Context: an optimization exercise on an open-source flow, tuned for small area, a short achievable clock period and few clock cycles per item. The choices shown serve that exercise and are no tape-out recipe.
The RTL was checked by simulation tests, not by an equivalence proof against the original design.
Power and IR drop assume default switching activity.

==> design.v <==
`default_nettype none
module xtea_add32 (
  input  wire logic [31:0] x,
  input  wire logic [31:0] y,
  input  wire logic        ci,
  output logic [31:0]      s
);
  logic [31:0] p0;
  logic [31:0] g [6];
  logic [31:0] p [6];
  always_comb begin
    p0   = x ^ y;
    p[0] = p0;
    g[0] = x & y;
    g[0][0] = g[0][0] | (p0[0] & ci);
    for (int l = 0; l < 5; l++) begin
      for (int i = 0; i < 32; i++) begin
        if (((i >> l) & 1) == 1) begin
          g[l+1][i] = g[l][i] | (p[l][i] & g[l][((i >> l) << l) - 1]);
          p[l+1][i] = p[l][i] & p[l][((i >> l) << l) - 1];
        end else begin
          g[l+1][i] = g[l][i];
          p[l+1][i] = p[l][i];
        end
      end
    end
    s = p0 ^ {g[5][30:0], ci};
  end
endmodule
`default_nettype wire
`default_nettype none
module xtea_block_cipher (
  input  wire logic        clk,
  input  wire logic        rst,
  input  wire logic        cfg_valid,
  output logic             cfg_ready,
  input  wire logic [2:0]  cfg_index,
  input  wire logic [31:0] cfg_data,
  input  wire logic        in_valid,
  output logic             in_stall,
  input  wire logic [64:0] in_data,
  output logic             out_valid,
  input  wire logic        out_stall,
  output logic [63:0]      out_data
);
  localparam logic [31:0] DELTA     = 32'h9E37_79B9;
  localparam logic [31:0] NEG_DELTA = 32'h61C8_8647;   
  logic [31:0] key [4];
  logic [3:0]  key_zero;   
  logic [6:0]  nrounds;
  logic [31:0] dec_sum;
  logic        init;       
  logic        pre;        
  logic        idle;       
  logic        busy;       
  logic        outv;       
  logic        stall_q;    
  logic        ph;         
  logic [6:0]  cnt;
  logic        func;
  logic [31:0] a, b;
  logic [31:0] s;          
  logic [31:0] sk;         
  wire trigger   = rst || (cfg_valid && cfg_index == 3'd4);
  wire cnt_zero  = (cnt == 7'd0);
  wire n_zero    = (nrounds == 7'd0);
  wire accept    = idle && in_valid;
  wire in_dec    = in_data[64];
  wire in_swap   = in_dec && !n_zero;   
  logic [31:0] mixed, b_step, sk_sum;
  xtea_add32 u_add_mix (.x((b << 4) ^ (b >> 5)), .y(b), .ci(1'b0), .s(mixed));
  xtea_add32 u_add_b   (.x(a), .y(mixed ^ sk), .ci(func), .s(b_step));
  wire        last   = ph && (cnt == 7'd1);
  wire        neg    = idle || func;
  wire [1:0]  ksel   = (idle || (!ph ^ func)) ? s[12:11] : s[1:0];
  wire [31:0] kword  = key[ksel] & {32{!key_zero[ksel]}};
  xtea_add32 u_add_sk  (.x(s), .y(kword), .ci(1'b0), .s(sk_sum));
  wire [31:0] sk_nx  = sk_sum ^ {32{neg}};
  wire [31:0] s_add  = s + ((idle || (busy && func)) ? NEG_DELTA : DELTA);
  assign cfg_ready = 1'b1;
  assign in_stall  = stall_q;
  assign out_valid = outv;
  assign out_data  = {a, b};
  always_ff @(posedge clk) begin
    for (int i = 0; i < 4; i++) begin
      if (cfg_valid && cfg_index == 3'(i)) key[i] <= cfg_data;
    end
    if (rst) begin
      key_zero <= 4'hF;
      nrounds  <= 7'd32;
    end else if (cfg_valid) begin
      for (int i = 0; i < 4; i++) begin
        if (cfg_index == 3'(i)) key_zero[i] <= 1'b0;
      end
      if (cfg_index == 3'd4) nrounds <= cfg_data[6:0];
    end
    if (pre && cnt_zero) dec_sum <= s;
  end
  always_ff @(posedge clk) begin
    if (trigger) begin
      init    <= 1'b1;
      pre     <= 1'b0;
      idle    <= 1'b0;
      busy    <= 1'b0;
      outv    <= 1'b0;
      stall_q <= 1'b1;
    end else begin
      if (init) begin
        init <= 1'b0;
        pre  <= 1'b1;
      end
      if (pre && cnt_zero) begin
        pre     <= 1'b0;
        idle    <= 1'b1;
        stall_q <= 1'b0;
      end
      if (accept) begin
        idle    <= 1'b0;
        stall_q <= 1'b1;
        if (n_zero) outv <= 1'b1;
        else        busy <= 1'b1;
      end
      if (busy && last) begin
        busy <= 1'b0;
        outv <= 1'b1;
      end
      if (outv && !out_stall) begin
        outv    <= 1'b0;
        idle    <= 1'b1;
        stall_q <= 1'b0;
      end
    end
  end
  always_ff @(posedge clk) begin
    if (init || idle) begin
      cnt <= nrounds;
    end else if (pre) begin
      if (!cnt_zero) cnt <= cnt - 7'd1;
    end else if (busy && ph) begin
      cnt <= cnt - 7'd1;
    end
    if (idle) begin
      func <= in_dec;
      ph   <= 1'b0;
    end else if (busy) begin
      ph <= !ph;
    end
  end
  always_ff @(posedge clk) begin
    if (init)                                s <= '0;
    else if (outv)                           s <= dec_sum;
    else if (accept)                         s <= in_dec ? s_add : DELTA;
    else if ((pre && !cnt_zero) || (busy && ph)) s <= s_add;
    if (idle && !in_dec) sk <= key[0] & {32{!key_zero[0]}};
    else                 sk <= sk_nx;
  end
  always_ff @(posedge clk) begin
    if (idle) begin
      a <= in_swap ? in_data[31:0] : in_data[63:32];
      b <= in_swap ? in_data[63:32] : in_data[31:0];
    end else if (busy) begin
      a <= (last && func) ? b_step : b;
      if (!(last && func)) b <= b_step;
    end
  end
endmodule
`default_nettype wire
==> flow/run.sh <==
#!/bin/bash
set -euo pipefail
bash standard.sh SETUP_SLACK_MARGIN=7 \
  "BUFFER_PORTS_ARGS=-buffer_cell sky130_fd_sc_hd__buf_1" \
  "CTS_ARGS=-sink_clustering_enable -repair_clock_nets -dont_use_dummy_load -buf_list {sky130_fd_sc_hd__clkbuf_4 sky130_fd_sc_hd__clkbuf_8}" \
  finish > standard_flow.log 2>&1
==> standard.sh <==
#!/bin/bash
# synth_recipe.tcl (not shown) runs the flow's synth.tcl, then flattens the netlist and writes it again
# the make line also repeats each setting of config.mk as NAME=value (left out here)
make -C /OpenROAD-flow-scripts/flow DESIGN_CONFIG=/design/flow/config.mk WORK_HOME=/design/flow/orfs CLKGATE_MAP_FILE= SYNTH_SCRIPT=/design/flow/synth_recipe.tcl "${@:-finish}"
==> config.mk <==
export PLATFORM = sky130hd
export DESIGN_NAME = xtea_block_cipher
export DESIGN_NICKNAME = xtea_block_cipher
export VERILOG_FILES = /design/flow/design.v
export SDC_FILE = /design/flow/constraint.sdc
export NUM_CORES = 4
export LEC_CHECK = 0
export CAP_MARGIN = 20
export CORE_MARGIN = 2
export CORE_UTILIZATION = 40
export SLEW_MARGIN = 20
==> constraint.sdc <==
create_clock -name core_clock -period 12.0 [get_ports {clk}]
set_input_delay 2.4000 -clock core_clock [delete_from_list [all_inputs] [get_ports {clk}]]
set_output_delay 2.4000 -clock core_clock [all_outputs]
set_load 0.01 [all_outputs]
==> impl_metrics.yaml, run 1 <==
outcome:
  status: "no timing/DRC/antenna violations"
finish:
  syn_to_final_growth_pct: 13.7
  stdcell_area_mm2: 0.0214
  final_common_cell: "nand2_1"
  stdcell_count: 2586
  num-fill-cells: 4362
  final_util_pct: 46.0
  fin_nets: 2220
  drive_gt1_share_pct: 10.9
  final_cell_mix: "238 x nand2_1, 232 x edfxtp_1, 170 x buf_1, 119 x ha_1, 100 x xnor2_1"
setup_path:
  reg2reg_from: "b[10]$_DFFE_PP_"
  rrSetupSlack_ns: 7.03
  critical_path_class: "register to register"
  ff2ff_path_depth: 21
  max_stage_delay_ns: 0.49
  rr_endpoint: "a[26]$_DFFE_PP_"
  crit_slowest_cell: "edfxtp_1"
  cp-start-kind: "register"
  cp_max_fo: 5
  required_ns: 12.31
  cp_common_cell: "xor2_1"
  path_cells: "xor2_1, ha_1, o211ai_2, a21oi_2, o2111ai_2, buf_4, o311a_4, fa_2, xor2_1, xnor2_1, ha_1, a21oi_2, o21a_1, o21ai_0, a21o_1, a32o_2, o21a_1, nor2_1, xor2_1, o211a_1, a31oi_1"
  crit_path_end_kind: "register"
  critPathArrivalTime_ns: 5.27
timing:
  clock_skew_ns: 0.101
  maxSlewHeadroom_pct: 31.9
  tightest_slew_ns: 1.02
  finalSetupViolations: 0
  finalHoldViolations: 0
  fmax_ghz: 0.201
  whs_ns: 0.456
  fin_crit_sh_pct: 41.4
  slew_violations: 0
  rsz0062_at_grt: "true"
  finalCriticalPeriod_ns: 4.97
  worst_slack_ns: 7.03
  tns_ns: 0
synth:
  synth_area_per_cell_um2: 10.6
  ys_warn_count: 5
  ys_types: 80
  ys_dominant_reg_cell: "edfxtp_1"
  syn-cell-area_mm2: 0.0188
  synth_nets: 2012
  ys_async_sr_fraction_pct: 0
  syn_inst: 1769
  synth_edf_count: 232
  yosysSeqAreaShare_pct: 45.8
  synth-seq-cells: 314
flow_run:
  cap_violations: 0
routing:
  dr.first_iter.drc_count: 1068
  drc: 0
  via_per_inst: 5.75
  num_vias: 14900
  wl_per_cell_um: 21.5
  wl_um: 55700
  dr.pass1.iters: 6
  ant_nets: 0
placement:
  dpl_cell_area_mm2: 0.0201
  dpl.hpwl_um: 39400
  place.gp.congestion: 0.892
  place_worst_setup_slack_ns: 6.30
  portBuffers: 170
  dp_cells: 2493
clocking:
  worstSkewPairLatency_ns: 0.66
  clock-root-buffer: "clkbuf_8"
  hold_buffers: 0
  cts.sinks: 314
  clk_path_buf_depth: 3
  cts.htree.levels: 2
  cts_made_buffers: 54
  cts_tree: "built"
  cts.clk_slew.worst_paths_ns: 0.05
floorplan:
  die_y_um: 221
  fp-row-count: 79
  core_area_mm2: 0.0465
  die-area_mm2: 0.0487
  start_util_pct: 40.4
  die_x_um: 221
  num_io_pins: 172
hold_path:
  holdPathStages: 0
  hp-start: "s[18]$_SDFFE_PP0P_"
  whs_endpoint: "dec_sum[18]$_DFFE_PP_"
  hp-class: "register to register"
pwr:
  peakVddDrop_v: 0.0000815
  leakagePower_nw: 8.22
  power_mw: 3.12
  powerDensity_mw_per_mm2: 146
global_route:
  grt_pass1_wl_um: 82500
  antenna_found_initial: 3
  track_usage_pct: 22.4
  grt_max_degree: 59
  grt_overflow: 0
  grt_pass1_vias: 14100
[how the worst max path moves through the flow]
stage	to	slack (ns)	startpoint
5_1_grt	a[26]$_DFFE_PP_	6.87	b[10]$_DFFE_PP_
2_1_floorplan	a[31]$_DFFE_PP_	7.25	b[5]$_DFFE_PP_
3_3_place_gp	sk[27]$_DFF_P_	6.44	func$_DFFE_PP_
4_1_cts	a[28]$_DFFE_PP_	6.97	b[5]$_DFFE_PP_
3_5_place_dp	sk[27]$_DFF_P_	6.30	func$_DFFE_PP_
6_report	a[26]$_DFFE_PP_	7.03	b[10]$_DFFE_PP_
[critical path, delay by kind of cell (launching register included)]
| family | cells | cell delay (ns) |
|---|---|---|
| simple gates | 1 | 0.12 |
| xor+xnor | 4 | 0.76 |
| flops | 1 | 0.49 |
| fa+ha+maj | 3 | 1.02 |
| buf+inv | 1 | 0.17 |
| compound gates | 12 | 2.08 |
[Yosys cell counts (6+ instances only)]
cell type	count	area, um2
and3_1	34	213
xor2_1	67	587
inv_1	47	176
or3_1	6	37.5
clkbuf_1	61	229
a221o_1	16	160
nor2b_1	40	250
o221ai_1	18	158
ha_1	121	1510
edfxtp_1	232	6970
or2_2	8	50.1
xnor2_1	102	893
nand3_1	18	90.1
a21o_1	47	353
a211oi_1	21	158
nor2_1	96	360
nor3_1	38	190
fa_1	17	340
a221oi_1	12	105
nand2b_1	26	163
a21oi_1	106	531
mux4_2	33	743
mux2i_1	12	120
nand4_1	7	43.8
nand2_1	239	897
o21ai_1	11	55.1
o21bai_1	7	52.6
dfxtp_1	82	1640
nand3b_1	16	120
buf_2	13	65.1
o21ai_0	63	315
a31oi_1	49	307
o211ai_1	6	45.0
o21a_1	14	105
[metal layers]
| layer | part of all wire (%) | wire (um) | GRT usage, % | vias up |
|---|---|---|---|---|
| li1 | - | - | - | 6950 |
| met1 | 45 | 25200 | 31.4 | 7318 |
| met2 | 46 | 25400 | 35.4 | 498 |
| met3 | 6.5 | 3650 | 3.31 | 104 |
| met4 | 2.6 | 1470 | 7.78 | 0 |
| met5 | 0 | 0 | 0 | - |
[where the power goes]
group          internal (mW)  switching [mW]
combinational          0.452           0.530
clock                  0.393           0.399
sequential              1.27          0.0834
total                   2.11            1.01
[state kept, by name, summed over array words and instances, names as in the netlist, 4 cells and up]
name,flops
s,32
key,128
b,32
a,32
sk,32
key_zero,4
nrounds,7
dec_sum,32
cnt,7
[layout make-up]
| type | instances | area, um2 | area share [%] |
|---|---|---|---|
| Timing Repair Buffer | 226 | 1110 | 5.22 |
| Tap cell | 607 | 759 | 3.56 |
| Clock buffer | 54 | 743 | 3.48 |
| Inverter | 49 | 184 | 0.861 |
| Sequential cell | 314 | 8610 | 40.3 |
| Multi-Input combinational cell | 1332 | 9930 | 46.5 |
| Antenna cell | 4 | 10.0 | 0.0469 |
[cell families (layout without fill, tap and decap cells)]
| family | after synthesis | in the layout | share of synthesized area [%] |
|---|---|---|---|
| compound gates | 426 | 426 | 15.4 |
| xor+xnor | 169 | 169 | 7.88 |
| fa+ha+maj | 138 | 138 | 9.87 |
| buf+inv | 125 | 329 | 2.60 |
| flops | 314 | 314 | 45.8 |
| mux | 50 | 51 | 4.91 |
| other cells | 1 | 5 | 0.0200 |
| simple gates | 546 | 547 | 13.5 |
[repair_timing]
| action | in CTS | in global routing |
|---|---|---|
| pin swaps | 3 | 45 |
| gates cloned | 2 | 1 |
| resized for setup | 11 | 30 |
| setup endpoints to repair | 47 | 34 |
| buffers inserted | 14 | 18 |
Testbench counts, summed over its fixed seeds: cycles 34,104, items 512.
==> inputs of run 2 (changes only) <==
--- a/design.v
+++ b/design.v
@@ -47,5 +47,4 @@
   localparam logic [31:0] NEG_DELTA = 32'h61C8_8647;   
   logic [31:0] key [4];
-  logic [3:0]  key_zero;   
   logic [6:0]  nrounds;
   logic [31:0] dec_sum;
@@ -74,5 +73,5 @@
   wire        neg    = idle || func;
   wire [1:0]  ksel   = (idle || (!ph ^ func)) ? s[12:11] : s[1:0];
-  wire [31:0] kword  = key[ksel] & {32{!key_zero[ksel]}};
+  wire [31:0] kword  = key[ksel];
   xtea_add32 u_add_sk  (.x(s), .y(kword), .ci(1'b0), .s(sk_sum));
   wire [31:0] sk_nx  = sk_sum ^ {32{neg}};
@@ -84,15 +83,8 @@
   always_ff @(posedge clk) begin
     for (int i = 0; i < 4; i++) begin
-      if (cfg_valid && cfg_index == 3'(i)) key[i] <= cfg_data;
+      if (rst || (cfg_valid && cfg_index == 3'(i))) key[i] <= cfg_data & {32{!rst}};
     end
-    if (rst) begin
-      key_zero <= 4'hF;
-      nrounds  <= 7'd32;
-    end else if (cfg_valid) begin
-      for (int i = 0; i < 4; i++) begin
-        if (cfg_index == 3'(i)) key_zero[i] <= 1'b0;
-      end
-      if (cfg_index == 3'd4) nrounds <= cfg_data[6:0];
-    end
+    if (rst)                               nrounds <= 7'd32;
+    else if (cfg_valid && cfg_index == 3'd4) nrounds <= cfg_data[6:0];
     if (pre && cnt_zero) dec_sum <= s;
   end
@@ -152,5 +144,5 @@
     else if (accept)                         s <= in_dec ? s_add : DELTA;
     else if ((pre && !cnt_zero) || (busy && ph)) s <= s_add;
-    if (idle && !in_dec) sk <= key[0] & {32{!key_zero[0]}};
+    if (idle && !in_dec) sk <= key[0];
     else                 sk <= sk_nx;
   end
--- a/config.mk
+++ b/config.mk
@@ -8,4 +8,5 @@
 export CAP_MARGIN = 20
 export CORE_MARGIN = 2
-export CORE_UTILIZATION = 40
+export CORE_UTILIZATION = 60
+export PLACE_DENSITY = 0.7
 export SLEW_MARGIN = 20
==> impl_metrics.yaml, run 2 <==
placement:
  place.gp.congestion: 0.902
  dp_cells: 2239
  dpl.hpwl_um: 35900
  portBuffers: 170
routing:
  ant_nets: 0
  num_vias: 14700
  via_per_inst: 6.29
  wl_um: 51400
  dr.first_iter.drc_count: 1134
  wl_per_cell_um: 22.0
  dr.pass1.iters: 7
  drc: 0
global_route:
  track_usage_pct: 30.8
  grt_max_degree: 83
  antenna_found_initial: 1
  grt_pass1_vias: 13900
  grt_pass1_wl_um: 78700
  grt_overflow: 0
clocking:
  cts.clk_slew.worst_paths_ns: 0.05
  cts_tree: "built"
  worstSkewPairLatency_ns: 0.58
  cts.sinks: 310
  hold_buffers: 0
  clock-root-buffer: "clkbuf_8"
  cts_made_buffers: 51
  cts.htree.levels: 2
  clk_path_buf_depth: 3
timing:
  fmax_ghz: 0.199
  finalCriticalPeriod_ns: 5.02
  clock_skew_ns: 0.0389
  slew_violations: 0
  maxSlewHeadroom_pct: 29.2
  rsz0062_at_grt: "true"
  finalSetupViolations: 0
  tns_ns: 0
  fin_crit_sh_pct: 41.9
  tightest_slew_ns: 1.06
  whs_ns: 0.480
  finalHoldViolations: 0
hold_path:
  hp-class: "register to register"
  hp-start: "nrounds[3]$_SDFFE_PP0P_"
  whs_endpoint: "nrounds[3]$_SDFFE_PP0P_"
  holdPathStages: 2
setup_path:
  crit_path_end_kind: "register"
  reg2reg_from: "b[2]$_DFFE_PP_"
  cp_max_fo: 5
  cp-start-kind: "register"
  ff2ff_path_depth: 22
  rrSetupSlack_ns: 6.98
  critPathArrivalTime_ns: 5.33
  rr_endpoint: "b[29]$_DFFE_PP_"
  critical_path_class: "register to register"
  path_cells: "xor2_1, ha_1, nand4_1, buf_4, o22ai_4, o21bai_2, a31o_2, fa_2, xor2_1, xnor2_1, ha_1, a21oi_2, o21ai_1, a21oi_1, o221a_2, o31ai_4, a221o_1, a21o_1, buf_4, xor2_2, nor2_1, a31oi_1"
  required_ns: 12.30
  startpoint: "b[2]$_DFFE_PP_"
  crit_slowest_cell: "edfxtp_1"
  max_stage_delay_ns: 0.54
  cpLargestDelayFamily: "compound AO/OA/AOI/OAI gates"
  critPathBufInv: 2
outcome:
  status: "no timing/DRC/antenna violations"
synth:
  yosysMostFrequentCell: "edfxtp_1"
  synthTopCellsByArea: "edfxtp_1 37%, dfxtp_1 8.4%, ha_1 8.1%"
  yosysTopAreaCell: "edfxtp_1"
  synth-seq-cells: 310
  ys_warn_count: 5
  synth_nets: 1974
  syn-cell-area_mm2: 0.0186
  syn_inst: 1731
  ys_async_sr_fraction_pct: 0
  synth_common_cells: "232 x edfxtp_1, 212 x nand2_1, 121 x ha_1, 116 x a21oi_1, 101 x xnor2_1"
  synth_area_per_cell_um2: 10.8
  ys_types: 78
  ys_dominant_reg_cell: "edfxtp_1"
  netlist.area_leader.share_pct: 37.4
  yosysSeqAreaShare_pct: 45.8
  synth_edf_count: 232
pwr:
  swShare_pct: 36.4
  powerDensity_mw_per_mm2: 192
  sequentialPowerShare_pct: 36.6
  power_mw: 4.03
  peakVddDrop_v: 0.000113
  internal-power_mw: 2.57
  p_switching_mw: 1.47
  pwr-share-comb_pct: 44.6
  pwr-share-clk_pct: 18.8
  leakagePower_nw: 8.10
finish:
  stdcell_count: 2336
  final_common_cell: "edfxtp_1"
  fin_nets: 2184
  top_register: "key"
  final_util_pct: 68.9
  final_cell_mix: "232 x edfxtp_1, 211 x nand2_1, 169 x buf_1, 118 x ha_1, 108 x a21oi_1"
  syn_to_final_growth_pct: 13.2
  drive_gt1_share_pct: 12.5
  largest_reg_flops: 128
floorplan:
  fp-row-count: 64
  die_y_um: 180
  die_x_um: 180
  die-area_mm2: 0.0324
  core_area_mm2: 0.0306
  start_util_pct: 60.8
  num_io_pins: 172
flow_run:
  cap_violations: 0
[run 2: cell count changes after synthesis, sizes merged, moves of 5 or more]
cell	change
nand2	-27
nand3	-8
a211oi	+15
inv	+12
a21oi	+9
mux2	+9
o21a	-7
xor2	+9
o21bai	+5
and3	-26
a22oi	+6
nand3b	-13
o21ai	-6
nand2b	-14
[run 2: layout make-up]
class	count	area (um2)
Multi-Input combinational cell	1282	9900
Fill cell	2325	9520
Sequential cell	310	8530
Timing Repair Buffer	236	1210
Clock buffer	51	702
Tap cell	396	495
Inverter	60	225
Antenna cell	1	2.50
[run 2: cells by family after synthesis]
group                      count (synthesis)  share of synthesized area, %
AOI/OAI and AO/OA                        438                          16.0
xor gates and xnor gates                 177                          8.33
adders and majority gates                138                          9.96
buffers and inverters                    139                          2.87
DFF                                      310                          45.8
muxes                                     62                          5.57
other                                      1                        0.0201
and+or+nand+nor                          466                          11.5
[run 2: metrics by stage]
stage          setup slack (ns)  area [um2]
2_1_floorplan              7.09       18600
3_3_place_gp               6.31       19600
3_5_place_dp               6.15       19700
4_1_cts                    6.97       20700
5_1_grt                    6.77       21100
6_report                   6.98       21100
[run 2: worst max-delay path by stage]
stage	endpoint	slack [ns]	cells after the start
floorplan	b[30]$_DFFE_PP_	7.09	21
global placement	sk[18]$_DFF_P_	6.31	16
detailed placement	sk[30]$_DFF_P_	6.15	17
CTS	a[21]$_DFFE_PP_	6.97	23
global route	a[29]$_DFFE_PP_	6.77	22
finish	b[29]$_DFFE_PP_	6.98	22
[run 2: what timing repair did]
item	in CTS	in global routing
pin swaps	16	50
resized for setup	23	40
buffers inserted	23	21
gates cloned	0	1
setup endpoints to repair	49	37
[run 2: per-layer routing]
layer,global-route usage [%],part of all wire [%],routed length (um)
met3,5.44,8.9,4560
met2,48.0,46,23400
met1,44.1,43,22000
met4,9.84,2.9,1500
met5,0,0,0
[run 2: power groups by stage]
| stage | Clock, mW | Sequential (mW) | Combinational [mW] |
|---|---|---|---|
| floorplan | 0 | 1.43 | 1.28 |
| global placement | 0 | 1.49 | 1.56 |
| detailed placement | 0 | 1.50 | 1.60 |
| CTS | 0.765 | 1.47 | 1.69 |
| global route | 0.809 | 1.49 | 1.98 |
| finish | 0.757 | 1.48 | 1.80 |
[run 2: tightest hold or removal path, delay by kind of cell (launching register included)]
family | cells | cell delay (ns)
flops | 1 | 0.32
simple gates | 1 | 0.06
compound gates | 1 | 0.05
Testbench counts of run 2, summed over its fixed seeds: cycles 34,104, items 512.
==> inputs of run 3 (changes only) <==
--- a/config.mk
+++ b/config.mk
@@ -8,5 +8,5 @@
 export CAP_MARGIN = 20
 export CORE_MARGIN = 2
-export CORE_UTILIZATION = 60
-export PLACE_DENSITY = 0.7
+export CORE_UTILIZATION = 30
+export PLACE_DENSITY = 0.5
 export SLEW_MARGIN = 20
==> impl_metrics.yaml, run 3 <==
routing:
  dr.pass1.iters: 5
  ant_nets: 0
  wl_um: 57100
  wl_per_cell_um: 20.9
  via_per_inst: 5.22
  drc: 0
  dr.first_iter.drc_count: 1070
  num_vias: 14300
outcome:
  status: "no timing/DRC/antenna violations"
pwr:
  powerDensity_mw_per_mm2: 188
  leakagePower_nw: 8.13
  peakVddDrop_v: 0.0000838
setup_path:
  critPathArrivalTime_ns: 5.35
  critical_path_class: "register to register"
  rr_endpoint: "b[30]$_DFFE_PP_"
  rrSetupSlack_ns: 6.98
  crit_slowest_cell: "edfxtp_1"
  cp_common_cell: "a21oi_2"
  max_stage_delay_ns: 0.46
  crit_path_end_kind: "register"
  required_ns: 12.33
  cp-start-kind: "register"
  ff2ff_path_depth: 21
  reg2reg_from: "b[3]$_DFFE_PP_"
  path_cells: "buf_4, xor2_1, ha_1, nand4_1, a211oi_4, o21bai_2, a31o_2, fa_2, xor2_1, xnor2_1, ha_1, a21oi_2, o21ai_2, a21oi_2, o221a_2, o31ai_4, a221o_1, a21o_1, a211o_1, a21oi_2, a31oi_1"
  cp_max_fo: 4
floorplan:
  die-area_mm2: 0.0640
  start_util_pct: 30.3
  fp-row-count: 91
  die_x_um: 253
  num_io_pins: 172
  die_y_um: 253
  core_area_mm2: 0.0615
synth:
  synth_area_per_cell_um2: 10.8
  synth_common_cells: "232 x edfxtp_1, 212 x nand2_1, 121 x ha_1, 116 x a21oi_1, 101 x xnor2_1"
  ys_types: 78
  ys_async_sr_fraction_pct: 0
  ys_warn_count: 5
  syn_inst: 1731
  synth_nets: 1974
  ys_dominant_reg_cell: "edfxtp_1"
  netlist.area_leader.share_pct: 37.4
  yosysMostFrequentCell: "edfxtp_1"
  synth_edf_count: 232
  syn-cell-area_mm2: 0.0186
  synthTopCellsByArea: "edfxtp_1 37%, dfxtp_1 8.4%, ha_1 8.1%"
  yosysTopAreaCell: "edfxtp_1"
  yosysSeqAreaShare_pct: 45.8
  synth-seq-cells: 310
clocking:
  cts_tree: "built"
  cts.clk_slew.worst_paths_ns: 0.05
  hold_buffers: 0
  cts.sinks: 310
  worstSkewPairLatency_ns: 0.66
  clock-root-buffer: "clkbuf_8"
  cts.htree.levels: 2
  cts_made_buffers: 56
  clk_path_buf_depth: 3
timing:
  tns_ns: 0
  tightest_slew_ns: 1.08
  maxSlewHeadroom_pct: 28.0
  slew_violations: 0
  fmax_ghz: 0.199
  finalSetupViolations: 0
  finalHoldViolations: 0
  finalCriticalPeriod_ns: 5.02
  clock_skew_ns: 0.0708
  rsz0062_at_grt: "true"
  fin_crit_sh_pct: 41.8
  whs_ns: 0.482
placement:
  dpl.hpwl_um: 39700
  place.gp.congestion: 0.817
  portBuffers: 170
flow_run:
  cap_violations: 0
hold_path:
  hp-start: "nrounds[3]$_SDFFE_PP0P_"
  hp-class: "register to register"
  whs_endpoint: "nrounds[3]$_SDFFE_PP0P_"
  holdPathStages: 2
finish:
  drive_gt1_share_pct: 12.6
  fin_nets: 2193
  largest_reg_flops: 128
  final_cell_mix: "232 x edfxtp_1, 210 x nand2_1, 169 x buf_1, 119 x ha_1, 107 x a21oi_1"
  final_common_cell: "edfxtp_1"
  num-fill-cells: 6125
  syn_to_final_growth_pct: 16.0
  top_register: "key"
global_route:
  grt_pass1_vias: 13700
  grt_pass1_wl_um: 84200
  grt_max_degree: 79
  antenna_found_initial: 5
  grt_overflow: 0
  track_usage_pct: 17.4
run 3: cell counts after synthesis:
No cell type changed its count.
run 3: area by class of cell:
type	count	area [um2]	share of cell area (%)
clock buffers	56	771	3.57
diodes	1	2.50	0.0116
inverters	60	225	1.04
multi-input cells	1282	9850	45.6
flip-flops and latches	310	8530	39.5
repair buffers	240	1230	5.71
well taps	790	988	4.58
run 3: cell families after synthesis:
family,Yosys count,share of synthesized area (%)
compound gates,438,16.0
flops,310,45.8
fa+ha+maj,138,9.96
other cells,1,0.0201
simple gates,466,11.5
mux,62,5.57
xor+xnor,177,8.33
buf+inv,139,2.87
run 3: through the flow:
stage | power, mW | std cells | instance area [um2] | util [%] | worst slack (ns)
after floorplan | 2.72 | 1731 | 18600 | - | 7.09
after global placement | 3.10 | 2634 | 20200 | 32.8 | 6.09
after detailed placement | 3.13 | 2634 | 20200 | 32.8 | 6.05
after CTS | 4.01 | 2727 | 21300 | 34.7 | 7.00
after global routing | 4.34 | 2738 | 21600 | 35.1 | 6.77
final | 4.06 | 2739 | 21600 | 35.1 | 6.98
run 3: worst max path at each step:
stage,startpoint,endpoint,slack [ns],depth (start not counted)
4_1_cts,b[10]$_DFFE_PP_,b[30]$_DFFE_PP_,7.00,21
6_report,b[3]$_DFFE_PP_,b[30]$_DFFE_PP_,6.98,21
2_1_floorplan,b[10]$_DFFE_PP_,b[30]$_DFFE_PP_,7.09,21
5_1_grt,b[5]$_DFFE_PP_,b[30]$_DFFE_PP_,6.77,21
3_3_place_gp,func$_DFFE_PP_,sk[30]$_DFF_P_,6.09,17
3_5_place_dp,func$_DFFE_PP_,sk[30]$_DFF_P_,6.05,17
run 3: report_power, final:
part | switching [mW] | internal [mW] | total, mW
Combinational | 0.959 | 0.812 | 1.77
Sequential | 0.119 | 1.36 | 1.48
Clock | 0.404 | 0.407 | 0.811
Total | 1.48 | 2.58 | 4.06
run 3: worst max-delay path, delay by kind of cell, from the launching register on:
family | cells | cell delay (ns)
and+or+nand+nor | 1 | 0.22
adders and majority gates | 3 | 1.02
xor gates and xnor gates | 3 | 0.42
buffers and inverters | 1 | 0.18
DFF | 1 | 0.46
AOI/OAI and AO/OA | 13 | 2.46
run 3: what timing repair did:
action | 4_1_cts | 5_1_grt
gates resized for setup | 22 | 33
pin swaps | 21 | 34
gates cloned | 0 | 1
buffers inserted | 37 | 9
setup endpoints to repair | 55 | 30
hold endpoints to repair | 0 | 0
run 3: metal layers:
metal  track usage, %  share of wire [%]
met1             24.9                 47
met2             26.3                 43
met3             3.39                6.4
met4             5.41                2.9
met5                0              0.046
==> inputs of run 4 (changes only) <==
--- a/config.mk
+++ b/config.mk
@@ -8,5 +8,4 @@
 export CAP_MARGIN = 20
 export CORE_MARGIN = 2
-export CORE_UTILIZATION = 30
-export PLACE_DENSITY = 0.5
+export CORE_UTILIZATION = 40
 export SLEW_MARGIN = 20
==> impl_metrics.yaml, run 4 <==
routing:
  wl_per_cell_um: 20.9
  dr.pass1.iters: 5
  dr.first_iter.drc_count: 1301
  ant_nets: 0
  route.met2.wl_um: 23200
  drc: 0
  met1_length_um: 24500
  via_per_inst: 5.67
  wl_met3_um: 3730
  wl_um: 53500
  top_layer: "met4"
  num_vias: 14500
timing:
  finalSetupViolations: 0
  rsz0062_at_grt: "true"
  worst_slack_ns: 7.04
  fmax_ghz: 0.202
  clock_skew_ns: 0.0586
  fin_crit_sh_pct: 41.3
  finalHoldViolations: 0
  maxSlewHeadroom_pct: 28.6
  tns_ns: 0
  slew_violations: 0
  tightest_slew_ns: 1.07
  finalCriticalPeriod_ns: 4.96
finish:
  stdcell_count: 2556
  num-fill-cells: 4320
  final_cell_mix: "232 x edfxtp_1, 211 x nand2_1, 169 x buf_1, 121 x ha_1, 107 x a21oi_1"
  antenna_cells: 0
  multiInputGateArea_mm2: 0.00982
  largest_reg_flops: 128
  syn_to_final_growth_pct: 14.5
  top_register: "key"
  final_util_pct: 46.1
  fin_nets: 2194
  final_common_cell: "edfxtp_1"
  register_area_mm2: 0.00853
  drive_gt1_share_pct: 12.5
setup_path:
  cpLargestDelayFamily: "compound AO/OA/AOI/OAI gates"
  max_stage_delay_ns: 0.46
  path_cells: "buf_6, xor2_2, ha_1, nand4_1, buf_4, o22ai_4, o21bai_2, a31o_2, fa_2, xor2_2, xnor2_1, ha_1, buf_6, nand2_1, nor2_1, a21oi_2, o221a_2, o31ai_4, a221o_1, a21o_1, a211o_1, a21oi_2, a31oi_1"
  cp_max_fo: 4
  crit_cells: 23
  cp-start-kind: "register"
  crit_path_end_kind: "register"
  critPathBufInv: 3
  crit_slowest_cell: "edfxtp_1"
  ff2ff_path_depth: 23
  critical_path_class: "register to register"
  critPathArrivalTime_ns: 5.30
  required_ns: 12.34
global_route:
  grt_pass1_wl_um: 79900
  grt_pass1_vias: 13800
  grt_max_degree: 99
  grt_overflow: 0
  track_usage_pct: 21.7
  antenna_found_initial: 0
clocking:
  clk_path_buf_depth: 3
  cts_made_buffers: 53
  clock-root-buffer: "clkbuf_8"
  cts_tree: "built"
  cts.sinks: 310
  worstSkewPairLatency_ns: 0.64
  cts.clk_slew.worst_paths_ns: 0.07
  cts.htree.levels: 2
floorplan:
  num_io_pins: 172
  fp-row-count: 79
  core_area_mm2: 0.0463
  die_x_um: 220
  die-area_mm2: 0.0483
  start_util_pct: 40.2
  die_y_um: 220
synth:
  synthTopCellsByArea: "edfxtp_1 37%, dfxtp_1 8.4%, ha_1 8.1%"
  ys_dominant_reg_cell: "edfxtp_1"
  ys_types: 78
  syn-cell-area_mm2: 0.0186
  yosysSeqAreaShare_pct: 45.8
  ys_async_sr_fraction_pct: 0
  synth_common_cells: "232 x edfxtp_1, 212 x nand2_1, 121 x ha_1, 116 x a21oi_1, 101 x xnor2_1"
  ys_warn_count: 5
  syn_inst: 1731
  yosysTopAreaCell: "edfxtp_1"
  synth_area_per_cell_um2: 10.8
  synth_nets: 1974
  netlist.area_leader.share_pct: 37.4
  yosysMostFrequentCell: "edfxtp_1"
  synth-seq-cells: 310
  synth_edf_count: 232
flow_run:
  cap_violations: 0
placement:
  place_worst_setup_slack_ns: 6.23
  dp_cells: 2450
  dpl.hpwl_um: 36900
  portBuffers: 170
  place.gp.congestion: 0.891
hold_path:
  hp-class: "register to register"
  holdPathStages: 2
pwr:
  power_mw: 4.04
  powerDensity_mw_per_mm2: 190
  leakagePower_nw: 8.11
  peakVddDrop_v: 0.0000948
outcome:
  status: "no timing/DRC/antenna violations"
[run 4: cells by family (layout without fill, tap and decap cells)]
family / count (synthesis) / count (layout) / synth area share, %
AO/OA/AOI/OAI: 438 / 438 / 16.0
AND/OR/NAND/NOR: 466 / 466 / 11.5
multiplexers: 62 / 62 / 5.57
adder cells (fa/ha/maj): 138 / 138 / 9.96
flip-flops: 310 / 310 / 45.8
XOR/XNOR: 177 / 177 / 8.33
other: 1 / 1 / 0.0201
buffers and inverters: 139 / 357 / 2.87
[run 4: per-stage QoR]
stage / hold slack (ns) / cell area (um2)
2_1_floorplan: 0.432 / 18600
3_3_place_gp: 0.463 / 19900
3_5_place_dp: 0.472 / 19900
4_1_cts: 0.479 / 21000
5_1_grt: 0.495 / 21300
6_report: 0.475 / 21300
[run 4: report_power, final]
group,internal (mW),total (mW),switching [mW]
Sequential,1.36,1.47,0.116
Clock,0.387,0.781,0.394
Combinational,0.833,1.79,0.957
Total,2.58,4.04,1.47
[run 4: worst paths after layout]
path | slack [ns] | from | endpoint
worst max-delay path | 7.04 | b[5]$_DFFE_PP_ | b[30]$_DFFE_PP_
worst min-delay path | 0.48 | nrounds[2]$_SDFFE_PP0P_ | nrounds[2]$_SDFFE_PP0P_
worst max register to register | 7.04 | b[5]$_DFFE_PP_ | b[30]$_DFFE_PP_
worst min register to register | 0.48 | nrounds[2]$_SDFFE_PP0P_ | nrounds[2]$_SDFFE_PP0P_
[run 4: cell type report]
type | instances | share of cell area (%)
multi-input cells | 1282 | 46.1
flip-flops and latches | 310 | 40.0
repair buffers | 244 | 5.88
well taps | 607 | 3.56
clock buffers | 53 | 3.42
inverters | 60 | 1.06
[run 4: what timing repair did]
action	in CTS	in global routing
pin swaps	15	29
resized for setup	19	32
hold buffers	0	0
setup buffers	31	21
gates cloned	0	1
setup endpoints to repair	42	35
endpoints found under the hold margin	0	0
[run 4: per-layer routing]
metal  up-vias  GRT usage (%)
met5         -              0
met4         0           8.41
met3        99           3.73
met2       542           32.8
met1      7030           30.9
li1       6832              -
[run 4: worst register-to-register path, cell delays in order (launching register included)]
cell	delay [ns]
edfxtp_1	0.46
buf_6	0.17
xor2_2	0.14
ha_1	0.31
nand4_1	0.17
buf_4	0.20
o22ai_4	0.12
o21bai_2	0.09
a31o_2	0.28
fa_2	0.35
xor2_2	0.15
xnor2_1	0.17
ha_1	0.31
buf_6	0.14
nand2_1	0.05
nor2_1	0.05
a21oi_2	0.14
o221a_2	0.23
o31ai_4	0.07
a221o_1	0.36
a21o_1	0.22
a211o_1	0.32
a21oi_2	0.15
a31oi_1	0.05
==> inputs of run 5 (changes only) <==
==> flow/run.sh (replaced) <==
#!/bin/bash
set -euo pipefail
bash standard.sh SETUP_SLACK_MARGIN=7.3 \
  "BUFFER_PORTS_ARGS=-buffer_cell sky130_fd_sc_hd__buf_1" \
  "CTS_ARGS=-sink_clustering_enable -repair_clock_nets -dont_use_dummy_load -buf_list {sky130_fd_sc_hd__clkbuf_4 sky130_fd_sc_hd__clkbuf_8}" \
  finish > standard_flow.log 2>&1
==> impl_metrics.yaml, run 5 <==
synth:
  ys_dominant_reg_cell: "edfxtp_1"
  syn_inst: 1731
  yosysMostFrequentCell: "edfxtp_1"
  ys_types: 78
  yosysSeqAreaShare_pct: 45.8
  ys_async_sr_fraction_pct: 0
  yosysTopAreaCell: "edfxtp_1"
  ys_warn_count: 5
  synth_nets: 1974
  synth-seq-cells: 310
  netlist.area_leader.share_pct: 37.4
  synth_edf_count: 232
  syn-cell-area_mm2: 0.0186
  synth_area_per_cell_um2: 10.8
  synthTopCellsByArea: "edfxtp_1 37%, dfxtp_1 8.4%, ha_1 8.1%"
  synth_common_cells: "232 x edfxtp_1, 212 x nand2_1, 121 x ha_1, 116 x a21oi_1, 101 x xnor2_1"
setup_path:
  crit_path_end_kind: "register"
  startpoint: "b[19]$_DFFE_PP_"
  required_ns: 12.36
  critPathArrivalTime_ns: 5.33
  cp_max_fo: 5
  reg2reg_from: "b[19]$_DFFE_PP_"
  critical_path_class: "register to register"
  cp-start-kind: "register"
finish:
  top_register: "key"
  fin_nets: 2208
  largest_reg_flops: 128
  final_util_pct: 46.7
  register_area_mm2: 0.00853
  final_common_cell: "edfxtp_1"
  syn_to_final_growth_pct: 16.0
  antenna_cells: 0
  multiInputGateArea_mm2: 0.00998
  stdcell_area_mm2: 0.0216
  drive_gt1_share_pct: 14.2
  num-fill-cells: 4274
  final_cell_mix: "232 x edfxtp_1, 211 x nand2_1, 169 x buf_1, 120 x ha_1, 101 x a21oi_1"
global_route:
  grt_overflow: 0
  track_usage_pct: 21.8
  antenna_found_initial: 0
  grt_pass1_vias: 13800
  grt_pass1_wl_um: 80500
  grt_max_degree: 70
clocking:
  clk_path_buf_depth: 3
  cts_tree: "built"
  clock-root-buffer: "clkbuf_8"
  cts.clk_slew.worst_paths_ns: 0.06
  cts.htree.levels: 2
  cts_made_buffers: 53
  cts.sinks: 310
  worstSkewPairLatency_ns: 0.65
placement:
  dpl_cell_area_mm2: 0.0199
  place.gp.congestion: 0.917
  dpl.hpwl_um: 37300
  portBuffers: 170
routing:
  ant_nets: 0
  drc: 0
  num_vias: 14600
  wl_um: 53400
  wl_per_cell_um: 20.8
  dr.pass1.iters: 7
  via_per_inst: 5.66
  dr.first_iter.drc_count: 1145
timing:
  clock_skew_ns: 0.0583
  finalSetupViolations: 0
  fin_crit_sh_pct: 41.4
  fmax_ghz: 0.201
  finalCriticalPeriod_ns: 4.97
  tightest_slew_ns: 1.03
  slew_violations: 0
  finalHoldViolations: 0
  rsz0062_at_grt: "true"
  tns_ns: 0
  maxSlewHeadroom_pct: 31.1
floorplan:
  die_x_um: 220
  core_area_mm2: 0.0463
  start_util_pct: 40.2
  die-area_mm2: 0.0483
  fp-row-count: 79
  num_io_pins: 172
  die_y_um: 220
pwr:
  powerDensity_mw_per_mm2: 191
  peakVddDrop_v: 0.0000971
  leakagePower_nw: 8.22
hold_path:
  hp-class: "register to register"
  hp-start: "nrounds[2]$_SDFFE_PP0P_"
flow_run:
  cap_violations: 0
outcome:
  status: "no timing/DRC/antenna violations"
run 5: changes by cell type in the layout (fill, tap and decap cells not counted), moves of 3 or more:
cell and delta:
xnor2_2 +3, a21oi_1 -6, o21ai_0 -4, a211oi_1 -3, a21oi_2 +5, xnor2_1 -3
buf_4 +14, o21ai_1 +4, a211oi_2 +4
run 5: per-layer routing:
layer  part of all wire (%)  GRT usage (%)  vias to the layer above
met1                     45           31.1                     7036
li1                       -              -                     6859
met2                     44           33.5                      553
met5                      0              0                        -
met4                    4.0           8.95                        0
met3                    7.0           2.91                      102
run 5: cell families after synthesis:
group / count (synthesis) / share of synthesized area (%)
xor+xnor: 177 / 8.33
flops: 310 / 45.8
mux: 62 / 5.57
compound gates: 438 / 16.0
simple gates: 466 / 11.5
buf+inv: 139 / 2.87
other cells: 1 / 0.0201
fa+ha+maj: 138 / 9.96
run 5: final cells by class:
cell class / instances / share of cell area, %
Clock buffer: 53 / 3.38
Inverter: 60 / 1.04
Multi-Input combinational cell: 1282 / 46.2
Sequential cell: 310 / 39.5
Tap cell: 607 / 3.52
Timing Repair Buffer: 258 / 6.30
run 5: repair_timing:
action	CTS	global route
resized for setup	33	40
hold buffers	0	0
setup endpoints to repair	57	51
pin swaps	48	25
gates cloned	0	0
setup buffers	48	21
endpoints found under the hold margin	0	0
run 5: critical path: stages (launching register included):
cell and delay (ns):
edfxtp_1 0.56, xor2_1 0.23, ha_1 0.38, o21ai_0 0.12, o221a_2 0.30, buf_4 0.14
a31o_4 0.22, fa_2 0.35, xor2_2 0.16, xnor2_1 0.21, ha_1 0.30, a21oi_2 0.13
o21ai_1 0.08, a21oi_2 0.14, o221a_2 0.23, o31ai_4 0.08, a221o_2 0.41, a21o_1 0.19
a211o_1 0.30, a21oi_2 0.13, a31oi_1 0.05
run 5: final timing paths:
path	to	slack (ns)	depth (start not counted)
setup / recovery	b[30]$_DFFE_PP_	7.03	20
hold / removal	nrounds[2]$_SDFFE_PP0P_	0.47	2
setup reg to reg	b[30]$_DFFE_PP_	7.03	20
hold reg to reg	nrounds[2]$_SDFFE_PP0P_	0.47	2
run 5: power by group:
part	switching [mW]	internal [mW]
clock network	0.388	0.386
logic	0.995	0.882
registers	0.117	1.36
total	1.50	2.62
run 5: metrics by stage:
step	hold WS, ns	power, mW	setup WS, ns	cells
final	0.473	4.12	7.03	2570
after global routing	0.510	4.39	6.82	2570
after CTS	0.479	4.04	7.02	2549
after detailed placement	0.471	3.12	6.21	2448
after global placement	0.464	3.08	6.34	2448
after floorplan	0.432	2.73	7.25	1731
==> inputs of run 6 (changes only) <==
==> flow/run.sh (replaced) <==
#!/bin/bash
set -euo pipefail
bash standard.sh SETUP_SLACK_MARGIN=7 \
  "BUFFER_PORTS_ARGS=-buffer_cell sky130_fd_sc_hd__buf_1" \
  "CTS_ARGS=-sink_clustering_enable -repair_clock_nets -dont_use_dummy_load -buf_list {sky130_fd_sc_hd__clkbuf_2 sky130_fd_sc_hd__clkbuf_4}" \
  finish > standard_flow.log 2>&1
--- a/config.mk
+++ b/config.mk
@@ -8,4 +8,4 @@
 export CAP_MARGIN = 20
 export CORE_MARGIN = 2
-export CORE_UTILIZATION = 40
+export CORE_UTILIZATION = 55
 export SLEW_MARGIN = 20
==> impl_metrics.yaml, run 6 <==
setup_path:
  cp_max_fo: 4
  critical_path_class: "register to register"
  crit_path_end_kind: "register"
  rrSetupSlack_ns: 7.01
  startpoint: "b[9]$_DFFE_PP_"
  reg2reg_from: "b[9]$_DFFE_PP_"
  timing.critical_path.to: "b[30]$_DFFE_PP_"
  rr_endpoint: "b[30]$_DFFE_PP_"
  ff2ff_path_depth: 22
  required_ns: 12.49
  cp-start-kind: "register"
  critPathArrivalTime_ns: 5.49
routing:
  dr.pass1.iters: 5
  num_vias: 14700
  drc: 0
  dr.first_iter.drc_count: 1015
  ant_nets: 0
  wl_um: 52900
  via_per_inst: 6.01
  wl_per_cell_um: 21.7
timing:
  fmax_ghz: 0.200
  tightest_slew_ns: 0.986
  finalCriticalPeriod_ns: 4.99
  finalHoldViolations: 0
  tns_ns: 0
  fin_crit_sh_pct: 41.6
  whs_ns: 0.479
  slew_violations: 0
  finalSetupViolations: 0
  maxSlewHeadroom_pct: 34.3
  rsz0062_at_grt: "true"
  clock_skew_ns: 0.0615
clocking:
  cts_tree: "built"
  cts_made_buffers: 85
  cts.clk_slew.worst_paths_ns: 0.06
  clk_path_buf_depth: 3
  cts.sinks: 310
  cts.htree.levels: 3
  worstSkewPairLatency_ns: 0.79
  clock-root-buffer: "clkbuf_4"
synth:
  synth_compound_area_share_pct: 16.0
  synth_edf_count: 232
  ys_dominant_reg_cell: "edfxtp_1"
  syn_inst: 1731
  yosysTopAreaCell: "edfxtp_1"
  syn-cell-area_mm2: 0.0186
  synth-seq-cells: 310
  synthTopCellsByArea: "edfxtp_1 37%, dfxtp_1 8.4%, ha_1 8.1%"
  yosysMostFrequentCell: "edfxtp_1"
  muxShareOfSynthArea_pct: 5.57
  synth_common_cells: "232 x edfxtp_1, 212 x nand2_1, 121 x ha_1, 116 x a21oi_1, 101 x xnor2_1"
  synth_simple_gate_area_share_pct: 11.5
  synthAdderAreaFrac_pct: 9.96
  netlist.area_leader.share_pct: 37.4
  synth_top_family_by_area: "compound AO/OA/AOI/OAI gates"
  synth_xor_area_share_pct: 8.33
  ys_warn_count: 5
  synth_area_per_cell_um2: 10.8
  ys_types: 78
  ys_async_sr_fraction_pct: 0
  yosysSeqAreaShare_pct: 45.8
  synth_nets: 1974
hold_path:
  hp-class: "register to register"
finish:
  final_common_cell: "edfxtp_1"
  largest_reg_flops: 128
  stdcell_count: 2443
  syn_to_final_growth_pct: 13.9
  top_register: "key"
  final_cell_mix: "232 x edfxtp_1, 211 x nand2_1, 169 x buf_1, 120 x ha_1, 104 x a21oi_1"
  stdcell_area_mm2: 0.0212
  drive_gt1_share_pct: 14.9
  fin_nets: 2235
placement:
  dpl.hpwl_um: 36900
  dpl_cell_area_mm2: 0.0197
  portBuffers: 170
  dp_cells: 2292
  place.gp.congestion: 0.881
floorplan:
  die_x_um: 188
  num_io_pins: 172
  die-area_mm2: 0.0353
  fp-row-count: 67
  die_y_um: 188
  start_util_pct: 55.6
  core_area_mm2: 0.0334
flow_run:
  cap_violations: 0
global_route:
  grt_max_degree: 85
  grt_pass1_wl_um: 80100
  antenna_found_initial: 3
  grt_overflow: 0
  grt_use_met1_pct: 43.0
  grtUsageMet3_pct: 7.36
  grtUsageMet2_pct: 43.3
  busiest_layer: "met2"
  track_usage_pct: 29.6
  grt_pass1_vias: 13900
pwr:
  powerDensity_mw_per_mm2: 191
  leakagePower_nw: 8.21
  peakVddDrop_v: 0.000111
outcome:
  status: "no timing/DRC/antenna violations"
==> run 6: worst min-delay path by stage <==
stage | endpoint | from | cells after the start
after global routing | nrounds[1]$_SDFFE_PP0P_ | nrounds[1]$_SDFFE_PP0P_ | 2
final | nrounds[3]$_SDFFE_PP0P_ | nrounds[3]$_SDFFE_PP0P_ | 2
after detailed placement | nrounds[3]$_SDFFE_PP0P_ | nrounds[3]$_SDFFE_PP0P_ | 2
after CTS | nrounds[3]$_SDFFE_PP0P_ | nrounds[3]$_SDFFE_PP0P_ | 2
after floorplan | func$_DFFE_PP_ | idle$_SDFFE_PP0P_ | 0
after global placement | nrounds[3]$_SDFFE_PP0P_ | nrounds[3]$_SDFFE_PP0P_ | 2
==> run 6: metrics by stage <==
step	power (mW)	setup slack [ns]	util (%)
2_1_floorplan	2.72	7.09	-
3_3_place_gp	3.10	6.66	59.0
3_5_place_dp	3.13	6.53	59.0
4_1_cts	3.95	7.00	62.1
5_1_grt	4.32	6.87	63.4
6_report	4.05	7.01	63.4
==> run 6: power breakdown <==
group | internal (mW) | switching [mW]
sequential | 1.36 | 0.124
clock | 0.320 | 0.397
combinational | 0.860 | 0.998
total | 2.54 | 1.52
==> run 6: kinds of logic (layout without fill, tap and decap cells) <==
family | Yosys count | count (layout)
AND/OR/NAND/NOR | 466 | 466
other | 1 | 6
flip-flops | 310 | 310
AO/OA/AOI/OAI | 438 | 438
adder cells (fa/ha/maj) | 138 | 138
buffers and inverters | 139 | 398
XOR/XNOR | 177 | 177
multiplexers | 62 | 62
==> run 6: layer usage <==
metal  vias to the layer above  share of wire, %
met5                         -                 0
met4                         0               2.8
met3                        92               8.7
met2                       586                43
met1                      7027                45
li1                       6966                 -
==> run 6: cell type report <==
class / count / area, um2
Inverter: 60 / 225
Clock buffer: 85 / 638
Timing Repair Buffer: 253 / 1330
Multi-Input combinational cell: 1282 / 9910
Tap cell: 448 / 561
Antenna cell: 5 / 12.5
Sequential cell: 310 / 8530
Fill cell: 2831 / 12200
==> run 6: critical path, stage by stage, from the launching register on <==
cell	delay (ns)
edfxtp_1	0.40
buf_6	0.14
xor2_2	0.18
ha_1	0.30
o211ai_1	0.13
a21o_1	0.13
nand2_2	0.08
a31o_4	0.24
a41o_1	0.19
a21oi_2	0.19
o21bai_2	0.10
a21o_1	0.19
xnor2_2	0.14
ha_1	0.31
and3_4	0.20
a221o_1	0.36
a31oi_4	0.23
o31ai_4	0.13
a221o_1	0.39
a21o_1	0.24
a211o_1	0.28
a21oi_1	0.12
a31oi_1	0.06
==> run 6: what timing repair did <==
item | CTS | global route
hold buffers | 0 | 0
resized for setup | 21 | 51
setup buffers | 37 | 23
pin swaps | 15 | 50
endpoints found under the setup margin | 35 | 36
gates cloned | 1 | 0
==> inputs of run 7 (changes only) <==
--- a/config.mk
+++ b/config.mk
@@ -8,4 +8,4 @@
 export CAP_MARGIN = 20
 export CORE_MARGIN = 2
-export CORE_UTILIZATION = 55
+export CORE_UTILIZATION = 40
 export SLEW_MARGIN = 20
==> impl_metrics.yaml, run 7 <==
outcome:
  status: "no timing/DRC/antenna violations"
global_route:
  track_usage_pct: 21.9
  grt_max_degree: 99
  grt_overflow: 0
  grt_use_met1_pct: 30.7
  busiest_layer: "met2"
  grt_pass1_vias: 14100
  grt_pass1_wl_um: 80500
  antenna_found_initial: 2
  grtUsageMet2_pct: 33.4
  grtUsageMet3_pct: 4.31
clocking:
  hold_buffers: 0
  cts.clk_slew.worst_paths_ns: 0.06
  cts_made_buffers: 85
  clk_path_buf_depth: 3
  clock-root-buffer: "clkbuf_4"
  cts.sinks: 310
  worstSkewPairLatency_ns: 0.82
  cts.htree.levels: 3
  cts_tree: "built"
setup_path:
  critical_path_class: "register to register"
  required_ns: 12.49
  path_cells: "xor2_2, ha_1, nand4_1, a211oi_4, o21bai_2, a31o_2, fa_2, xor2_2, xnor2_1, ha_1, a21oi_2, o21ai_2, a21oi_2, o221a_2, o31ai_4, a221o_1, a21o_1, a211o_1, a21oi_2, a31oi_1"
  crit_slowest_cell: "edfxtp_1"
  critPathArrivalTime_ns: 5.45
  cpLargestDelayFamily: "compound AO/OA/AOI/OAI gates"
  cp-start-kind: "register"
  cp_common_cell: "a21oi_2"
  rrSetupSlack_ns: 7.05
  crit_path_end_kind: "register"
  reg2reg_from: "b[4]$_DFFE_PP_"
  cp_max_fo: 4
  startpoint: "b[4]$_DFFE_PP_"
  max_stage_delay_ns: 0.51
  critPathBufInv: 0
synth:
  ys_async_sr_fraction_pct: 0
  yosysMostFrequentCell: "edfxtp_1"
  ys_dominant_reg_cell: "edfxtp_1"
  yosysTopAreaCell: "edfxtp_1"
  ys_warn_count: 5
  synth_nets: 1974
  synthTopCellsByArea: "edfxtp_1 37%, dfxtp_1 8.4%, ha_1 8.1%"
  synth_common_cells: "232 x edfxtp_1, 212 x nand2_1, 121 x ha_1, 116 x a21oi_1, 101 x xnor2_1"
  netlist.area_leader.share_pct: 37.4
  synth_edf_count: 232
  yosysSeqAreaShare_pct: 45.8
  ys_types: 78
  synth-seq-cells: 310
  syn-cell-area_mm2: 0.0186
  synth_area_per_cell_um2: 10.8
  syn_inst: 1731
pwr:
  leakagePower_nw: 8.11
  pwr-share-comb_pct: 44.7
  sequentialPowerShare_pct: 37.2
  powerDensity_mw_per_mm2: 187
  swShare_pct: 36.9
  internal-power_mw: 2.50
  peakVddDrop_v: 0.0000793
  p_switching_mw: 1.46
  pwr-share-clk_pct: 18.1
routing:
  via_per_inst: 5.68
  drc: 0
  num_vias: 14700
  wl_per_cell_um: 20.7
  dr.pass1.iters: 5
  ant_nets: 0
  dr.first_iter.drc_count: 1160
  wl_um: 53500
finish:
  fin_nets: 2224
  syn_to_final_growth_pct: 14.1
  largest_reg_flops: 128
  drive_gt1_share_pct: 13.9
  final_common_cell: "edfxtp_1"
  top_register: "key"
  final_cell_mix: "232 x edfxtp_1, 211 x nand2_1, 169 x buf_1, 119 x ha_1, 108 x a21oi_1"
floorplan:
  die-area_mm2: 0.0483
  num_io_pins: 172
  fp-row-count: 79
  start_util_pct: 40.2
  core_area_mm2: 0.0463
  die_x_um: 220
  die_y_um: 220
timing:
  clock_skew_ns: 0.0778
  finalCriticalPeriod_ns: 4.95
  finalSetupViolations: 0
  fin_crit_sh_pct: 41.3
  finalHoldViolations: 0
  maxSlewHeadroom_pct: 28.8
  rsz0062_at_grt: "true"
  fmax_ghz: 0.202
  tns_ns: 0
  tightest_slew_ns: 1.07
  whs_ns: 0.476
  slew_violations: 0
hold_path:
  hp-class: "register to register"
  hp-start: "nrounds[2]$_SDFFE_PP0P_"
placement:
  dpl.hpwl_um: 36900
  place.gp.congestion: 0.891
  portBuffers: 170
flow_run:
  cap_violations: 0
-- run 7: metal layers --
metal,vias to the layer above,wire [um]
li1,6934,-
met1,7086,24200
met2,580,23700
met3,95,4000
met4,0,1700
met5,-,0
-- run 7: final timing paths --
check | end | depth (start not counted)
setup reg to reg | b[30]$_DFFE_PP_ | 20
hold / removal | nrounds[2]$_SDFFE_PP0P_ | 2
hold reg to reg | nrounds[2]$_SDFFE_PP0P_ | 2
setup / recovery | b[30]$_DFFE_PP_ | 20
-- run 7: stage by stage --
step                      instance area [um2]  cells  utilization [%]  power, mW  worst slack, ns
final                                   21200   2589             45.9       3.96             7.05
after global routing                    21200   2589             45.9       4.24             6.83
after CTS                               20900   2568             45.2       3.89             7.00
after detailed placement                19900   2450             43.0       3.10             6.23
after global placement                  19900   2450             43.0       3.06             6.32
after floorplan                         18600   1731                -       2.72             7.09
-- run 7: cells by family after synthesis --
group | share of synthesized area (%)
simple gates | 11.5
compound gates | 16.0
flops | 45.8
xor+xnor | 8.33
buf+inv | 2.87
fa+ha+maj | 9.96
mux | 5.57
other cells | 0.0201
-- run 7: area by class of cell --
| type | instances | area (um2) |
|---|---|---|
| clock buffers | 85 | 638 |
| inverters | 60 | 225 |
| well taps | 607 | 759 |
| flip-flops and latches | 310 | 8530 |
| repair buffers | 242 | 1240 |
| fillers | 4355 | 25000 |
| multi-input cells | 1282 | 9830 |
| diodes | 3 | 7.51 |
-- run 7: repair_timing --
item | in CTS | in global routing
pin swaps | 21 | 42
buffers inserted | 33 | 17
gates resized for setup | 25 | 31
setup endpoints to repair | 43 | 33
gates cloned | 0 | 1
-- run 7: power groups by stage --
stage	combinational (mW)	sequential, mW	clock (mW)
floorplan	1.28	1.43	0
global placement	1.57	1.49	0
detailed placement	1.60	1.50	0
CTS	1.68	1.47	0.740
global route	1.97	1.48	0.792
finish	1.77	1.47	0.717
-- run 7: tightest hold or removal path: stages, from the launching register on --
cell	delay, ns
dfxtp_1	0.32
nand2_1	0.06
a21oi_1	0.06
==> inputs of run 8 (changes only) <==
==> run.sh (new file) <==
#!/bin/bash
# synth_recipe.tcl (not shown) runs the flow's synth.tcl, then flattens the netlist and writes it again
# the make line also repeats each setting of config.mk as NAME=value (left out here)
make -C /OpenROAD-flow-scripts/flow DESIGN_CONFIG=/design/flow/config.mk WORK_HOME=/design/flow/orfs CLKGATE_MAP_FILE= SYNTH_SCRIPT=/design/flow/synth_recipe.tcl finish
removed: flow/run.sh
removed: standard.sh
==> impl_metrics.yaml, run 8 <==
outcome:
  status: "no timing/DRC/antenna violations"
pwr:
  powerDensity_mw_per_mm2: 192
  leakagePower_nw: 8.47
  power_mw: 4.28
  peakVddDrop_v: 0.000116
timing:
  fmax_ghz: 0.176
  tightest_slew_ns: 1.08
  worst_slack_ns: 6.32
  tns_ns: 0
  finalHoldViolations: 0
  rsz0062_at_grt: "false"
  maxSlewHeadroom_pct: 28.3
  whs_ns: 0.480
  fin_crit_sh_pct: 47.3
  slew_violations: 0
  finalSetupViolations: 0
  finalCriticalPeriod_ns: 5.68
  clock_skew_ns: 0.0154
clocking:
  cts.sinks: 310
  cts_setup_buffers: 0
  cts.clk_slew.worst_paths_ns: 0.06
  clk_path_buf_depth: 3
  clock-root-buffer: "clkbuf_16"
  hold_buffers: 0
  cts_resized: 0
  cts_tree: "built"
  cts_made_buffers: 38
  worstSkewPairLatency_ns: 0.55
  cts.htree.levels: 2
synth:
  yosysMostFrequentCell: "edfxtp_1"
  ys_warn_count: 5
  netlist.area_leader.share_pct: 37.4
  synthTopCellsByArea: "edfxtp_1 37%, dfxtp_1 8.4%, ha_1 8.1%"
  ys_dominant_reg_cell: "edfxtp_1"
  syn_inst: 1731
  syn-cell-area_mm2: 0.0186
  synth-seq-cells: 310
  yosysSeqAreaShare_pct: 45.8
  synth_nets: 1974
  yosysTopAreaCell: "edfxtp_1"
  synth_edf_count: 232
  ys_types: 78
  synth_area_per_cell_um2: 10.8
  synth_common_cells: "232 x edfxtp_1, 212 x nand2_1, 121 x ha_1, 116 x a21oi_1, 101 x xnor2_1"
  ys_async_sr_fraction_pct: 0
setup_path:
  crit_path_end_kind: "register"
  reg2reg_from: "func$_DFFE_PP_"
  required_ns: 12.44
  rrSetupSlack_ns: 6.32
  cp-start-kind: "register"
  ff2ff_path_depth: 16
  critical_path_class: "register to register"
  rr_endpoint: "sk[18]$_DFF_P_"
  cp_max_fo: 32
  critPathArrivalTime_ns: 6.12
floorplan:
  die_y_um: 220
  core_area_mm2: 0.0463
  num_io_pins: 172
  die-area_mm2: 0.0483
  fp-row-count: 79
  die_x_um: 220
  start_util_pct: 40.2
flow_run:
  cap_violations: 0
routing:
  via_per_inst: 5.55
  num_vias: 14000
  drc: 0
  ant_nets: 0
  wl_per_cell_um: 20.7
  dr.first_iter.drc_count: 1131
  wl_um: 52000
  dr.pass1.iters: 7
hold_path:
  holdPathStages: 2
  hp-start: "nrounds[1]$_SDFFE_PP0P_"
  whs_endpoint: "nrounds[1]$_SDFFE_PP0P_"
  hp-class: "register to register"
finish:
  final_common_cell: "edfxtp_1"
  final_util_pct: 48.1
  largest_reg_flops: 128
  top_register: "key"
  antenna_cells: 0
  fin_nets: 2125
  final_cell_mix: "232 x edfxtp_1, 212 x nand2_1, 170 x clkdlybuf4s50_1, 121 x ha_1, 116 x a21oi_1"
  drive_gt1_share_pct: 8.42
  syn_to_final_growth_pct: 19.5
placement:
  place.gp.congestion: 0.860
  dpl.hpwl_um: 37300
  place_worst_setup_slack_ns: 6.28
  portBuffers: 170
global_route:
  antenna_found_initial: 0
  grt_overflow: 0
  grt_pass1_vias: 13500
  grt_max_degree: 122
  grt_pass1_wl_um: 79700
  track_usage_pct: 21.5
==> run 8: kinds of logic (layout without fill, tap and decap cells) <==
| logic type | after synthesis | count (layout) | share of synthesized area, % |
|---|---|---|---|
| AO/OA/AOI/OAI | 438 | 438 | 16.0 |
| adder cells (fa/ha/maj) | 138 | 138 | 9.96 |
| flip-flops | 310 | 310 | 45.8 |
| XOR/XNOR | 177 | 177 | 8.33 |
| other | 1 | 1 | 0.0201 |
| buffers and inverters | 139 | 320 | 2.87 |
| AND/OR/NAND/NOR | 466 | 466 | 11.5 |
| multiplexers | 62 | 62 | 5.57 |
==> run 8: cell type report <==
| class | count | area [um2] |
|---|---|---|
| clock inverter | 21 | 209 |
| fill | 4252 | 24000 |
| tap | 607 | 759 |
| sequential | 310 | 8530 |
| multi-input combinational | 1282 | 9600 |
| clock buffer | 49 | 1050 |
| inverter | 60 | 225 |
| timing repair buffer | 190 | 1860 |
==> run 8: critical path, stage by stage, from the launching register on <==
cell	delay [ns]
edfxtp_1	0.93
xnor2_1	0.13
nor2_1	0.38
mux2i_4	0.29
buf_4	0.54
mux4_2	0.58
ha_1	0.21
fa_1	0.45
a211oi_1	0.24
o311a_1	0.22
o21ai_1	0.13
a31o_2	0.32
nor3b_1	0.15
a2111oi_2	0.40
xor2_1	0.22
nor3_1	0.06
a221o_1	0.28
==> run 8: where the power goes <==
group | switching, mW | internal [mW]
logic | 0.900 | 0.757
registers | 0.114 | 1.36
clock network | 0.460 | 0.689
total | 1.47 | 2.80
==> run 8: routing by layer <==
metal	GRT usage (%)	share of wire, %	vias to the layer above
met5	0	0	-
met4	5.86	2.1	0
met3	3.17	6.4	57
met2	33.4	44	436
met1	31.3	47	6739
li1	-	-	6740
==> run 8: worst max path at each step <==
stage / endpoint / from / slack, ns
floorplan: b[30]$_DFFE_PP_ / b[10]$_DFFE_PP_ / 7.09
global placement: sk[18]$_DFF_P_ / func$_DFFE_PP_ / 6.35
detailed placement: sk[30]$_DFF_P_ / func$_DFFE_PP_ / 6.28
CTS: sk[30]$_DFF_P_ / func$_DFFE_PP_ / 6.26
global route: sk[19]$_DFF_P_ / func$_DFFE_PP_ / 5.83
finish: sk[18]$_DFF_P_ / func$_DFFE_PP_ / 6.32
==> run 8: through the flow <==
| stage | instances | cell area, um2 |
|---|---|---|
| 6_report | 2519 | 22200 |
| 3_5_place_dp | 2449 | 21000 |
| 2_1_floorplan | 1731 | 18600 |
| 4_1_cts | 2519 | 22200 |
| 3_3_place_gp | 2449 | 21000 |
| 5_1_grt | 2519 | 22200 |

## re-timing with driven ports
How much do the figures lean on ideal ports? The routed layouts below were timed once more, with nothing changed but the port constraints.
Step 1 assumes that a clkbuf_16 drives the clock port and a buf_2 every other input.
Step 2 times the ports against the registers' clock, not the clock port: input delays grow and output delays shrink by t, the midpoint of the rising clock arrivals with the driver on.
a / b / c = ideal ports / drivers / drivers and shift; a / b = the first two.
run | t (ns) | slack for setup (ns) | worst setup path after step 2 | worst data-port slew with drivers (ns)
run 1 | 0.654 | 7.034 / 7.034 / 7.034 | register to register | 0.10
run 2 | 0.609 | 6.975 / 6.975 / 6.975 | register to register | 0.10
run 3 | 0.676 | 6.980 / 6.980 / 6.980 | register to register | 0.09
run 4 | 0.662 | 7.040 / 7.040 / 7.040 | register to register | 0.08
run 5 | 0.674 | 7.027 / 7.027 / 7.027 | register to register | 0.05
run 6 | 0.812 | 7.005 / 7.005 / 7.005 | register to register | 0.09
run 7 | 0.830 | 7.047 / 7.047 / 7.047 | register to register | 0.07
run 8 | 0.601 | 6.322 / 6.322 / 6.322 | register to register | 0.05
After both steps every run listed still meets setup and hold.
